This is an optimization exercise on Yosys and OpenROAD, whose aim is small area, not a production implementation.
In this exercise RTL edits were held to simulation tests only and were not proved equivalent to the original.
The flow treats the clock pin as an ideal source, which a real chip does not have.
Power and IR drop assume default switching activity.

===== flow/config.mk =====
export PLATFORM = sky130hd
export DESIGN_NAME = coef_bank_loader
export DESIGN_NICKNAME = coef_bank_loader
export VERILOG_FILES = /design/flow/design.v
export SDC_FILE = /design/flow/constraint.sdc
export NUM_CORES = 4
export LEC_CHECK = 0
export CAP_MARGIN = 20
export CORE_MARGIN = 2
export CORE_UTILIZATION = 65
export GPL_TIMING_DRIVEN = 0
export SLEW_MARGIN = 20
export SYNTH_HIERARCHICAL = 1
export SYNTH_MEMORY_MAX_BITS = 8192

===== flow/constraint.sdc =====
create_clock -name core_clock -period 10.0 [get_ports {clock}]
set_input_delay 2.0000 -clock core_clock [delete_from_list [all_inputs] [get_ports {clock}]]
set_output_delay 2.0000 -clock core_clock [all_outputs]
set_load 0.01 [all_outputs]

===== flow/design.v =====
package coef_bank_loader_pkg;
  localparam int COEF_W_DEF   = 16;
  localparam int NUM_TAPS_DEF = 128;
  localparam int ADDR_W_DEF   = 7;
endpackage
module coef_bank_inv (
  input  logic a,
  output logic y
);
  assign y = ~a;
endmodule
module coef_bank_aoi222 (
  input  logic [2:0] d,
  input  logic [2:0] sel,
  output logic       y
);
  assign y = ~|(d & sel);
endmodule
module coef_bank_ram
#(
  parameter int DATA_W = coef_bank_loader_pkg::COEF_W_DEF,
  parameter int DEPTH  = coef_bank_loader_pkg::NUM_TAPS_DEF
) (
  input  logic [DEPTH*DATA_W-1:0] words_i,
  input  logic [DEPTH-1:0]        sel_i,
  output logic [DATA_W-1:0]       data_o
);
  localparam int NG3 = DEPTH / 3;
  localparam int NG  = (DEPTH + 2) / 3;
  for (genvar b = 0; b < DATA_W; b++) begin : g_bit
    logic [NG-1:0] grp_n;
    for (genvar g = 0; g < NG3; g++) begin : g_grp
      coef_bank_aoi222 u_aoi (
        .d   ({words_i[(3*g+2)*DATA_W+b], words_i[(3*g+1)*DATA_W+b], words_i[(3*g)*DATA_W+b]}),
        .sel (sel_i[3*g +: 3]),
        .y   (grp_n[g])
      );
    end
    if (DEPTH % 3 == 2) begin : g_last2
      assign grp_n[NG-1] = ~((words_i[(DEPTH-1)*DATA_W+b] & sel_i[DEPTH-1]) |
                             (words_i[(DEPTH-2)*DATA_W+b] & sel_i[DEPTH-2]));
    end else if (DEPTH % 3 == 1) begin : g_last1
      assign grp_n[NG-1] = ~(words_i[(DEPTH-1)*DATA_W+b] & sel_i[DEPTH-1]);
    end
    assign data_o[b] = ~&grp_n;
  end
endmodule
module coef_bank_loader
#(
  parameter int COEF_W   = coef_bank_loader_pkg::COEF_W_DEF,
  parameter int NUM_TAPS = coef_bank_loader_pkg::NUM_TAPS_DEF,
  parameter int ADDR_W   = coef_bank_loader_pkg::ADDR_W_DEF
) (
  input  logic              clock,
  input  logic              reset_n,
  input  logic              start,
  input  logic              abort,
  input  logic              sample_tick,
  input  logic              fifo_empty,
  output logic              fifo_read,
  input  logic [COEF_W-1:0] fifo_readdata,
  input  logic [ADDR_W-1:0] coef_rd_addr,
  output logic [COEF_W-1:0] coef_rd_data,
  output logic              busy,
  output logic              swap_pending,
  output logic              bank_sel,
  output logic              load_done
);
  localparam int CNT_W = ADDR_W + 1;
  localparam int NBITS = NUM_TAPS * COEF_W;
  logic              busy_q, pend_q, bank_sel_q, vld_q, rd_ok_q;
  logic              rd_vld_q, copy_q, pol_shd_q, pol_act_q;
  logic              wr_hold, cp_hold;
  logic [CNT_W-1:0]  issued_q;
  logic [ADDR_W-1:0] rd_addr_q;
  logic [NBITS-1:0]  shd_q, act_q, shd_src, act_src;
  logic              loading, wr_en, full;
  logic [NUM_TAPS-1:0] rd_sel;
  logic [COEF_W-1:0] rd_word;
  assign loading   = busy_q && !pend_q && !abort;
  assign full      = issued_q[ADDR_W] && !rd_vld_q;
  assign fifo_read = loading && !fifo_empty && !issued_q[ADDR_W];
  assign wr_en     = loading && rd_vld_q;
  assign load_done = pend_q && !abort && sample_tick;
  always_ff @(posedge clock or negedge reset_n) begin
    if (!reset_n) begin
      busy_q     <= 1'b0;
      pend_q     <= 1'b0;
      bank_sel_q <= 1'b0;
      vld_q      <= 1'b0;
      rd_ok_q    <= 1'b0;
      pol_shd_q  <= 1'b0;
      pol_act_q  <= 1'b0;
    end else begin
      if (!busy_q) busy_q <= start && !abort;
      else         busy_q <= !abort && !load_done;
      pend_q     <= pend_q ? (!abort && !sample_tick) : (loading && full);
      bank_sel_q <= bank_sel_q ^ load_done;
      vld_q      <= vld_q || load_done;
      rd_ok_q    <= vld_q;
      pol_shd_q  <= wr_en  ? pol_shd_q : !pol_shd_q;
      pol_act_q  <= copy_q ? pol_shd_q : !pol_act_q;
    end
  end
  always_ff @(posedge clock) begin
    rd_vld_q  <= fifo_read;
    rd_addr_q <= coef_rd_addr;
    copy_q    <= load_done;
    if (!busy_q)        issued_q <= '0;
    else if (fifo_read) issued_q <= issued_q + 1'b1;
    shd_q     <= ~((shd_src | {NBITS{wr_hold}}) & (shd_q | {NBITS{wr_en}}));
    act_q     <= ~((act_src | {NBITS{cp_hold}}) & (act_q | {NBITS{copy_q}}));
  end
  coef_bank_inv u_wr_hold (.a(wr_en),  .y(wr_hold));
  coef_bank_inv u_cp_hold (.a(copy_q), .y(cp_hold));
  assign shd_src[COEF_W-1:0] = fifo_readdata ^ {COEF_W{!pol_shd_q}};
  assign shd_src[NBITS-1:COEF_W] = shd_q[NBITS-COEF_W-1:0];
  for (genvar k = 0; k < NUM_TAPS; k++) begin : g_word
    assign act_src[k*COEF_W +: COEF_W] = shd_q[(NUM_TAPS-1-k)*COEF_W +: COEF_W];
  end
  for (genvar k = 0; k < NUM_TAPS; k++) begin : g_sel
    assign rd_sel[k] = rd_ok_q && (rd_addr_q == ADDR_W'(k));
  end
  coef_bank_ram #(
    .DATA_W (COEF_W),
    .DEPTH  (NUM_TAPS)
  ) u_rdmux (
    .words_i (act_q),
    .sel_i   (rd_sel),
    .data_o  (rd_word)
  );
  assign coef_rd_data = rd_word ^ {COEF_W{rd_ok_q && (pol_act_q ^ rd_addr_q[0])}};
  assign busy         = busy_q;
  assign swap_pending = pend_q;
  assign bank_sel     = bank_sel_q;
endmodule

===== flow/flow/run.sh =====
#!/bin/bash
set -euo pipefail
HERE=$(pwd)
PORTS="BUFFER_PORTS_ARGS=-inputs -outputs -buffer_cell sky130_fd_sc_hd__buf_1"
bash standard.sh "$PORTS" synth floorplan place > make_place.log 2>&1
export RDIR=$HERE/orfs/results/$FLOW_PLATFORM/coef_bank_loader/base
BASE="-sink_clustering_enable -repair_clock_nets -dont_use_dummy_load -buf_list sky130_fd_sc_hd__clkbuf_16"
PICK="-sink_clustering_size 30 -sink_clustering_max_diameter 60"
BEST=""
CANDS=""
for n in 28 30 32 34 36 38 40; do for d in 50 60 70 80 90 100; do CANDS="$CANDS $n:$d"; done; done
trial() {
  local n=${1%:*} d=${1#*:}
  CTS_TRY="$BASE -sink_clustering_size $n -sink_clustering_max_diameter $d" \
    openroad -no_init -exit flow/cts_pick.tcl > cts_trial_${n}_${d}.log 2>&1 || true
}
export -f trial
export BASE
printf '%s\n' $CANDS | xargs -P "${NUM_CORES:-4}" -I{} bash -c 'trial {}' || true
for c in $CANDS; do
  n=${c%:*}; d=${c#*:}
  R=$(awk '/^CTS_TRIAL/ {print $3, $5}' cts_trial_${n}_${d}.log 2>/dev/null || true)
  [[ -n "$R" ]] || continue
  AREA=${R% *}; SLEW=${R#* }
  if awk -v s="$SLEW" 'BEGIN {exit !(s <= 0.113)}'; then
    if [[ -z "$BEST" ]] || awk -v a="$AREA" -v b="$BEST" 'BEGIN {exit !(a < b)}'; then
      BEST=$AREA; PICK="-sink_clustering_size $n -sink_clustering_max_diameter $d"
    fi
  fi
done
echo "picked: $PICK (area $BEST)" > cts_pick.txt
bash standard.sh "$PORTS" "CTS_ARGS=$BASE $PICK" finish > make_finish.log 2>&1

===== flow/flow/cts_pick.tcl =====
# Trial clock tree on the placed design: prints the clock buffers' area and the worst
# flip-flop clock-pin slew (placement parasitics). Reads CTS_TRY (the CTS arguments).
set P $::env(FLOW_HOME)/platforms/$::env(FLOW_PLATFORM)
set R $::env(RDIR)
read_lef $P/lef/sky130_fd_sc_hd.tlef
read_lef $P/lef/sky130_fd_sc_hd_merged.lef
read_liberty $P/lib/sky130_fd_sc_hd__tt_025C_1v80.lib
read_db $R/3_place.odb
read_sdc $R/3_place.sdc
source $P/setRC.tcl
set_dont_use [list sky130_fd_sc_hd__probe_p_8 sky130_fd_sc_hd__probec_p_8 sky130_fd_sc_hd__lpflow_*]
clock_tree_synthesis {*}$::env(CTS_TRY)
estimate_parasitics -placement
set area 0
foreach inst [get_cells *] {
  set m [get_property $inst ref_name]
  if {[string match "*clkbuf*" $m]} {
    set area [expr {$area + [get_property [get_lib_cells */$m] area]}]
  }
}
set worst 0
foreach pin [get_pins -hierarchical */CLK] {
  set s [get_property $pin slew_max]
  if {$s > $worst} { set worst $s }
}
puts "CTS_TRIAL area $area slew $worst"

===== flow/standard.sh =====
#!/bin/bash
# synth_recipe.tcl (not shown) runs the flow's synth.tcl, then flattens the netlist and writes it again
# the make line also repeats each setting of config.mk as NAME=value (left out here)
make -C /OpenROAD-flow-scripts/flow DESIGN_CONFIG=/design/flow/config.mk WORK_HOME=/design/flow/orfs CLKGATE_MAP_FILE= SYNTH_SCRIPT=/design/flow/synth_recipe.tcl "${@:-finish}"

==> results.py <==
metrics = {
    "cts": {
        "cts_hold_buf": 0,
        "cts_resized": 0,
        "cts.sinks": 4120,
        "cts_tree": "yes",
        "cts_made_buffers": 155,
        "clkSlewWorstSetupHoldPaths_ns": 0.11,
        "cts_setup_buffers": 0,
        "clkLatencyLatePin_ns": 0.88,
    },
    "placed_design": {
        "place_area_um2": 126800,
        "port_buffers": 49,
        "globalplace.congestion": 0.9905,
        "hpwl_um": 300400,
    },
    "timing": {
        "max_freq_mhz": 105.4,
        "slew_headroom": 0.08458,
        "setup_violations": 0,
        "fin_worst_skew_ns": 0.04146,
        "tightest_slew_ns": 1.373,
        "finalSetupTns_ns": 0,
        "hold_viol_final": 0,
        "whs_ns": 0.4334,
        "finalCritPeriodShare": 0.9489,
        "drv_slew": 0,
        "finalCriticalPeriod_ns": 9.489,
        "rsz0062_at_grt": "no",
    },
    "synth": {
        "synth_area_leaders": "dfxtp_1 67%, o22ai_1 21%, a222oi_1 5.5%",
        "syn-cell-area_um2": 122600,
        "synth_seq_cells": 4120,
        "syn-instance-count": 10342,
        "async_flop_share": 0.001699,
        "ys_types": 43,
        "synth_top_area_frac": 0.6714,
        "ys.flop_type": "dfxtp_1",
        "synth_nets": 10372,
        "yosysSeqAreaShare": 0.6729,
        "ys_warn_count": 7,
        "yosys.area.top_type": "dfxtp_1",
        "syn_avg_cell_area_um2": 11.86,
        "synth_edf_count": 0,
    },
    "cells_and_area": {
        "area_growth_pct": 6.768,
        "fillers": 13846,
        "layout_common_cells": "4113 x dfxtp_1, 4096 x o22ai_1, 672 x a222oi_1",
        "mostFrequentLayoutCell": "dfxtp_1",
        "seq_area_um2": 82510,
        "fin_area_um2": 130900,
        "drive_gt1_frac": 0.05933,
        "multi_input_area_um2": 35710,
        "final_nets": 10634,
    },
    "worst_setup_path": {
        "r2r_slack_ns": 5.32,
        "required_ns": 8.00,
        "end_kind": "output pin",
        "r2r_cells": 11,
        "startpoint": "rd_addr_q[5]",
        "worstSetupStartpointType": "flip-flop",
        "path_class": "reg -> out",
        "arrival_ns": 7.49,
        "critPathMaxStageDelay_ns": 1.12,
        "path_cells": "buf_2, or3b_2, clkbuf_1, clkbuf_1, nor2_2, a222oi_1, nand4_1, nor4_1, nand4_1, xnor2_1, buf_1",
        "rr_startpoint": "busy_q",
        "critPathMaxFanout": 16,
        "slowest_stage": "a222oi_1",
    },
    "grt": {
        "overflow": 0,
        "antenna_found_initial": 16,
        "grt_max_degree": 31,
        "grt_pass1_wl_um": 603900,
        "grt_pass1_vias": 92302,
        "grtUsageTotal": 0.4111,
    },
    "die": {
        "coreArea_um2": 187600,
        "rows": 159,
        "start_util": 0.6537,
        "die_w_um": 438.4,
        "die_h_um": 438.4,
        "ios": 50,
        "die-area_um2": 192200,
    },
    "drt": {
        "vias_per_cell": 7.583,
        "antenna_left": 0,
        "vias": 99378,
        "wl_per_cell_um": 31.42,
        "drc": 0,
        "finalWirelength_um": 411700,
        "drt-initial-drc-count": 16756,
        "dr.pass1.iters": 13,
    },
    "worst_hold_path": {
        "hold_class": "reg -> reg",
        "min-delay-start": "shd_q[1252]",
        "hold_depth": 1,
    },
    "pwr": {
        "peakVddDrop_mv": 0.2466,
        "powerDensity_nw_per_um2": 222.5,
        "power_leakage_nw": 51.21,
    },
    "run_status": {
        "status": "no timing/DRC/antenna violations",
    },
    "job": {
        "drv_cap": 0,
    },
}
==> modules after synthesis, one instance, submodules excluded, a selection <==
module	cells inside	flip-flops and latches	area [µm²]	copies in the design
coef_bank_loader	9408	4120	114200	1
coef_bank_aoi222	1	0	10.01	672
coef_bank_inv	1	0	3.754	2
==> logic make-up (layout without fill, tap and decap cells) <==
kind of cell	Yosys count	count (layout)	share of synthesized area
buffers and inverters	949	1209	0.03923
multiplexers	2	2	0.0001633
AO/OA/AOI/OAI	4798	4798	0.2663
XOR/XNOR	35	35	0.002500
AND/OR/NAND/NOR	437	437	0.01887
flip-flops	4120	4120	0.6729
adder cells (fa/ha/maj)	1	1	0.0001020
other	0	8	0
==> layer usage <==
layer  part of all wire  track usage  up-vias  routed length (µm)
li1                   -            -    42894                   -
met1               0.39       0.5698    49263              162500
met2               0.42       0.5854     6237              172100
met3               0.12       0.1140      966               50770
met4              0.064       0.2181       18               26170
met5            0.00046            0        -                 191
==> final timing paths <==
kind,to
setup / recovery,coef_rd_data[14]
max in group asynchronous,pol_shd_q
hold / removal,act_q[788]
hold reg to reg,act_q[788]
setup reg to reg,shd_q[1564]
min in group asynchronous,pend_q
==> cell usage after synthesis (all sizes together) (2+ instances only) <==
master and number:
nand4 182, nand2b 3, xnor2 34, o41ai 2, nand2 31, a21oi 4
clkbuf 641, a222oi 672, or4 3, o22ai 4096, nand4bb 2, dfrtp 7
mux2i 2, nand3b 5, nor3b 3, a221oi 16, or3b 3, o31ai 3
nor2b 4, o311ai 2, dfxtp 4113, inv 7, or3 2, nand3 10
nor2 145, buf 301, nor4 34, nor3 6
==> cell type report <==
class | instances | share of cell area
plain buffers | 942 | 0.03662
multi-input cells | 5273 | 0.2727
flip-flops and latches | 4120 | 0.6302
repair buffers | 105 | 0.006613
diodes | 8 | 0.0001529
well taps | 2495 | 0.02384
inverters | 7 | 0.0002007
clock buffers | 155 | 0.02962
==> worst max-delay path: cells and delay by family (launching register included) <==
| family | cells | cell delay [ns] |
|---|---|---|
| XOR/XNOR | 1 | 0.95 |
| buffers and inverters | 4 | 1.97 |
| AO/OA/AOI/OAI | 1 | 1.12 |
| AND/OR/NAND/NOR | 5 | 2.21 |
| flip-flops | 1 | 0.32 |
==> where the power goes <==
group | switching (mW) | total [mW] | internal, mW
combinational | 0.538 | 1.14 | 0.597
clock | 4.80 | 7.61 | 2.81
sequential | 2.07 | 20.4 | 18.3
==> flip-flops by register name, indices dropped and copies added (netlist names) <==
| name | count |
|---|---|
| copy_q | 1 |
| rd_ok_q | 1 |
| issued_q | 8 |
| pol_shd_q | 1 |
| pend_q | 1 |
| rd_addr_q | 7 |
| busy_q | 1 |
| bank_sel_q | 1 |
| vld_q | 1 |
| rd_vld_q | 1 |
| act_q | 2048 |
| pol_act_q | 1 |
| shd_q | 2048 |
==> per-stage QoR <==
stage	setup slack, ns	power (mW)	cells	util
2_1_floorplan	5.235	20.65	10342	-
3_3_place_gp	0.5798	21.58	12886	0.6713
3_5_place_dp	1.986	21.75	12922	0.6757
4_1_cts	0.9845	28.97	13077	0.6963
5_1_grt	0.8231	29.92	13099	0.6978
6_report	0.5112	29.14	13105	0.6979

==> static timing again, ports no longer ideal <==
The flow's constraints put no driver on any port. The routed layout listed below was extracted and timed again, unchanged, in two steps. Step 1 (the two cells are an assumption about what drives the block):
set clk [get_ports {clock}]
set_driving_cell -lib_cell sky130_fd_sc_hd__clkbuf_16 $clk
set_driving_cell -lib_cell sky130_fd_sc_hd__buf_2 [delete_from_list [all_inputs] $clk]
Step 2 times the ports against the registers' clock, not the clock port: input delays grow and output delays shrink by t, the midpoint of the rising clock arrivals with the driver on. Slacks: no drivers / after step 1 / after step 2; pairs: no drivers / after step 1.
shift t [ns]: 0.940
setup slack, ns: 0.511 / 0.433 / 1.372
slew at the worst register clock pin (ns): 0.12 / 0.12
worst slew at a driven data input, ns: 0.12
After both steps setup and hold are still met in this run. The setup slack of this run moves by -0.078 ns with the drivers and by +0.861 ns with both steps.
